Context: an optimization exercise on an open-source flow, tuned for small area, a short achievable clock period and few clock cycles per item. The choices shown serve that exercise and are no tape-out recipe. The RTL was checked by simulation tests, not by an equivalence proof against the original design.

Setup of build 41:
==> flow/design.v (excerpt) <==
module median_filter_range_scaler
(
	input  logic                  clk,
	input  logic                  arst_n,
	input  logic                  sample_valid,
	output logic                  sample_ready,
	input  logic [SAMPLE_BITS-1:0] sample,
	output logic                  result_valid,
	input  logic                  result_ready,
	output logic [SAMPLE_BITS-1:0] result_filtered,
	output logic signed [VAL_W-1:0] result_value,
	output logic                  result_valid_res,
	input  logic                  psel,
	input  logic                  penable,
	input  logic                  pwrite,
	input  logic [APB_ADDR_W-1:0] paddr,
	input  logic [APB_DATA_W-1:0] pwdata,
	output logic [APB_DATA_W-1:0] prdata,
	output logic                  pready
);
Settings: LEC_CHECK=0, CAP_MARGIN=20, CORE_MARGIN=2, CORE_UTILIZATION=40, PLACE_DENSITY=0.6, SETUP_SLACK_MARGIN=3.0, SLEW_MARGIN=20; clock period 7.5 ns.
run.sh (not shown) runs the stock make flow with config.mk's settings and CLKGATE_MAP_FILE= SYNTH_SCRIPT=/design/flow/synth_recipe.tcl, a recipe that flattens the netlist after the stock synthesis.
Every stage of the flow completed for build 41, and the final layout passed the timing, design-rule and antenna checks.
Testbench counts of build 41, summed over its fixed seeds: cycles 4,224, items 3,840.
Inputs modified between build 41 and build 3:
Settings: changing CORE_UTILIZATION from 40 to 55; changing PLACE_DENSITY from 0.6 to 0.75.
==> results.txt <==
Of build 3 and build 41, the lower cell count belongs to build 3. Changes observed in build 3 relative to build 41: wire length shows a reduction of 3.0%, least setup slack across all paths after layout climbed 0.063 ns, critical path depth dropped 2.
Input-level comparison between build 24 and build 3:
Settings: changing PLACE_DENSITY from 0.75 to 0.6; changing CORE_UTILIZATION from 55 to 40; changing SETUP_SLACK_MARGIN from 3.0 to 2.5.
Findings:
Relative to build 3, post-route fraction of the period consumed by the critical path increased by 4.2 points in build 24. NOTE: met2 usage in build 24 falls short of that of build 3. From build 3 to build 24 the numbers moved as follows: total routed wirelength decreased 640 um, clock-pin slew on the worst setup and hold paths essentially unchanged, smallest hold slack essentially unchanged. Build 24 and build 3 ended up with nearly the same wire length of the first global-routing pass. Against build 3 as the reference, build 24 delivers a lower placer congestion estimate. Of build 24 and build 3, the run reporting the lower clock-buffer cell count was build 24. [compare] base=build 3 new=build 24: number of gates given a new drive strength after cts lost 51.
diff inputs: build 24 => build 12
Settings: SETUP_SLACK_MARGIN changed from 2.5 to 3.5.
## What came out
- Compared to build 24, build 12 has clock latency reported for the late side of the worst-skew pair 0.02 ns higher.
- Going from build 24 to build 12, worst stage delay on the critical path moved down, clock-buffer cell count went up 7.
- When build 12 is measured against build 24, its TritonCTS buffer count turns out about 3.4% higher.
- Build 12 -> build 24: number of cells on the worst hold path flat
- Compared with build 24, build 12 shows a post-place instance area that is 0.37% higher.
- Layout buffer count excluding clock buffers, build 12 vs build 24: up by more than 100%
- Measured against each other, build 12 and build 24 differ in count of buffers added by post-CTS timing repair for setup, the lower figure coming from build 24.
- Changes observed in build 12 relative to build 24: cell area after layout picked up an extra 8.3%, count of state elements after synthesis neither gained nor lost much.

* * *

median_filter_range_scaler, a different RTL version from the one above (not shown whole).
For scale: ~110 I/O pins.
Settings: LEC_CHECK=0, CAP_MARGIN=20, CORE_MARGIN=2, CORE_UTILIZATION=40, PLACE_DENSITY=0.6, SETUP_SLACK_MARGIN=1.5, SLEW_MARGIN=20; clock period 7.5 ns.
Testbench counts at the start, summed over its fixed seeds: cycles 4,096, items 3,840.
Next try:
SETUP_SLACK_MARGIN = default   (was 1.5)
Outcome:
- worst setup slack degrades by 200 ps
- wire length stays flat
- core utilization fell by 1.6 points
- final cell count goes down slightly
- global-route usage fell by 0.10 points

* * *

Another version of the RTL of median_filter_range_scaler (not shown whole).
Size in the first run: ~2300 cells after synthesis, about 260 flip-flops.
Settings: LEC_CHECK=0, CAP_MARGIN=20, CORE_MARGIN=2, CORE_UTILIZATION=55, PLACE_DENSITY=0.75, SETUP_SLACK_MARGIN=3.0, SLEW_MARGIN=20, TNS_END_PERCENT=0; clock period 7.5 ns.
Testbench counts at the start, summed over its fixed seeds: cycles 4,224, items 3,840.
Change:
- CAP_MARGIN: 20 -> 5
- SLEW_MARGIN: 20 -> 5
- TNS_END_PERCENT: 0 -> not set
Effect:
- The changed run completed without violations
- register-to-register slack gets better by 0.10 ns
- die area stays the same
- flip-flop and latch count does not change
- cell count fell by 0.42%
- first-iteration DRC count rises by 18%
- global-route usage stays flat
- non-clock buffer count falls by 15
Change:
- CAP_MARGIN: 5 -> 20
- CORE_UTILIZATION: 55 -> 62
- PLACE_DENSITY: 0.75 -> 0.8
- SLEW_MARGIN: 5 -> 20
=> Register-to-register slack got worse by 0.09 ns; global-route usage went up by 4.6 points; synthesized area stays the same; setup slack loses 0.027 ns; wire length is higher by 7.8%; via count goes up by 5.2%.
Change:
- CORE_UTILIZATION: 62 -> 55
- PLACE_DENSITY: 0.8 -> 0.75
- SETUP_SLACK_MARGIN: 3.0 -> 2.8
The changed run went through all stages and came out clean.
Utilization goes down by 10 points.
Clock skew goes down by 0.011 ns.
Maximum frequency goes down by a few percent.
Worst setup slack got worse by 0.095 ns.
Design area goes down by a few percent.
Worst hold slack got worse by 0.0066 ns.
Wire length goes down by a few percent.

* * *

Setup of main:
median_filter_range_scaler, a different RTL version from the one above (not shown whole).
Size in the first run: about 250 flip-flops, about 110 I/O pins.
## median_filter_range_scaler
module median_filter_range_scaler
(
	input  logic                  clk,
	input  logic                  arst_n,
	input  logic                  sample_valid,
	output logic                  sample_ready,
	input  logic [SAMPLE_BITS-1:0] sample,
	output logic                  result_valid,
	input  logic                  result_ready,
	output logic [SAMPLE_BITS-1:0] result_filtered,
	output logic signed [VAL_W-1:0] result_value,
	output logic                  result_valid_res,
	input  logic                  psel,
	input  logic                  penable,
	input  logic                  pwrite,
	input  logic [APB_ADDR_W-1:0] paddr,
	input  logic [APB_DATA_W-1:0] pwdata,
	output logic [APB_DATA_W-1:0] prdata,
	output logic                  pready
);
Settings: LEC_CHECK=0, CAP_MARGIN=20, CORE_MARGIN=2, CORE_UTILIZATION=40, PLACE_DENSITY=0.6, SETUP_SLACK_MARGIN=2.0, SLEW_MARGIN=20; clock period 7.5 ns.
Testbench counts of main, summed over its fixed seeds: cycles 4,224, items 3,840.
#### Input delta (the feature branch over main)
Settings: SETUP_SLACK_MARGIN removed (was 2.0).
- Between main and the feature branch, the difference in total detailed-routing wirelength is negligible.
- Per the comparison of the feature branch with main, number of violations reported at the end of detailed-routing iteration 0 up 0.63%; proportion of cell area occupied by multi-input gates up 0.16 points.
- From main to the feature branch the numbers moved as follows: maximum clock skew at final layout up 3.1 ps; count of cells resized by post-cts repair decreased 2; transition time at the pin with the least slew margin roughly the same.
- From main to the feature branch the numbers moved as follows: fraction of layout instances using a drive strength above 1 went down 0.58 points, non-clock buffer count went down about 10%, final cell count went down 10.
- Summary — layout overhead on the synthesized area, the feature branch relative to main: lower, by 0.54 points.

[what the ideal ports hide]
The flow's constraints put no driver on any port. The routed layouts listed below were extracted and timed again, unchanged, in two steps. Step 1, drivers: a clkbuf_16 drives clk and a buf_2 each remaining input, both assumed. Step 2 adds t to the input delays and takes it off the output delays; t is the mean of the earliest and latest rising clock arrival at the registers after step 1. Input paths then give back, and output paths get back, about the clock's delay inside the block. Slacks: ideal / step 1 / step 2; pairs: ideal / step 1.
run | t (ns) | setup slack, ns | worst setup path after step 2 | latest minus earliest clock arrival (ns)
build 41 | 0.647 | 2.833 / 2.833 / 2.833 | register to register | 0.036 / 0.036
build 3 | 0.631 | 2.896 / 2.896 / 2.896 | register to register | 0.019 / 0.019
build 24 | 0.641 | 2.577 / 2.551 / 2.551 | input to output | 0.018 / 0.018
build 12 | 0.647 | 2.913 / 2.913 / 2.913 | register to register | 0.045 / 0.045
the first run of note 2 | 0.601 | 0.482 / 0.482 / 0.482 | register to register | 0.028 / 0.028
the second run of note 2 | 0.613 | 0.277 / 0.277 / 0.277 | register to register | 0.021 / 0.021
the first run of note 3 | 0.631 | 2.788 / 2.821 / 2.190 | input to register | 0.024 / 0.024
the second run of note 3 | 0.621 | 3.002 / 3.013 / 2.392 | input to register | 0.021 / 0.022
the third run of note 3 | 0.654 | 2.975 / 2.975 / 2.502 | input to register | 0.026 / 0.026
the fourth run of note 3 | 0.629 | 2.880 / 2.856 / 2.355 | input to register | 0.015 / 0.015
main | 0.636 | 2.137 / 2.114 / 2.114 | input to output | 0.062 / 0.062
the feature branch | 0.639 | 1.755 / 1.755 / 1.755 | register to register | 0.065 / 0.064
After both steps setup and hold are still met in every run listed. The setup slack of the second run of note 3, which loses most, moves by +0.011 ns with the drivers and by -0.610 ns with both steps.
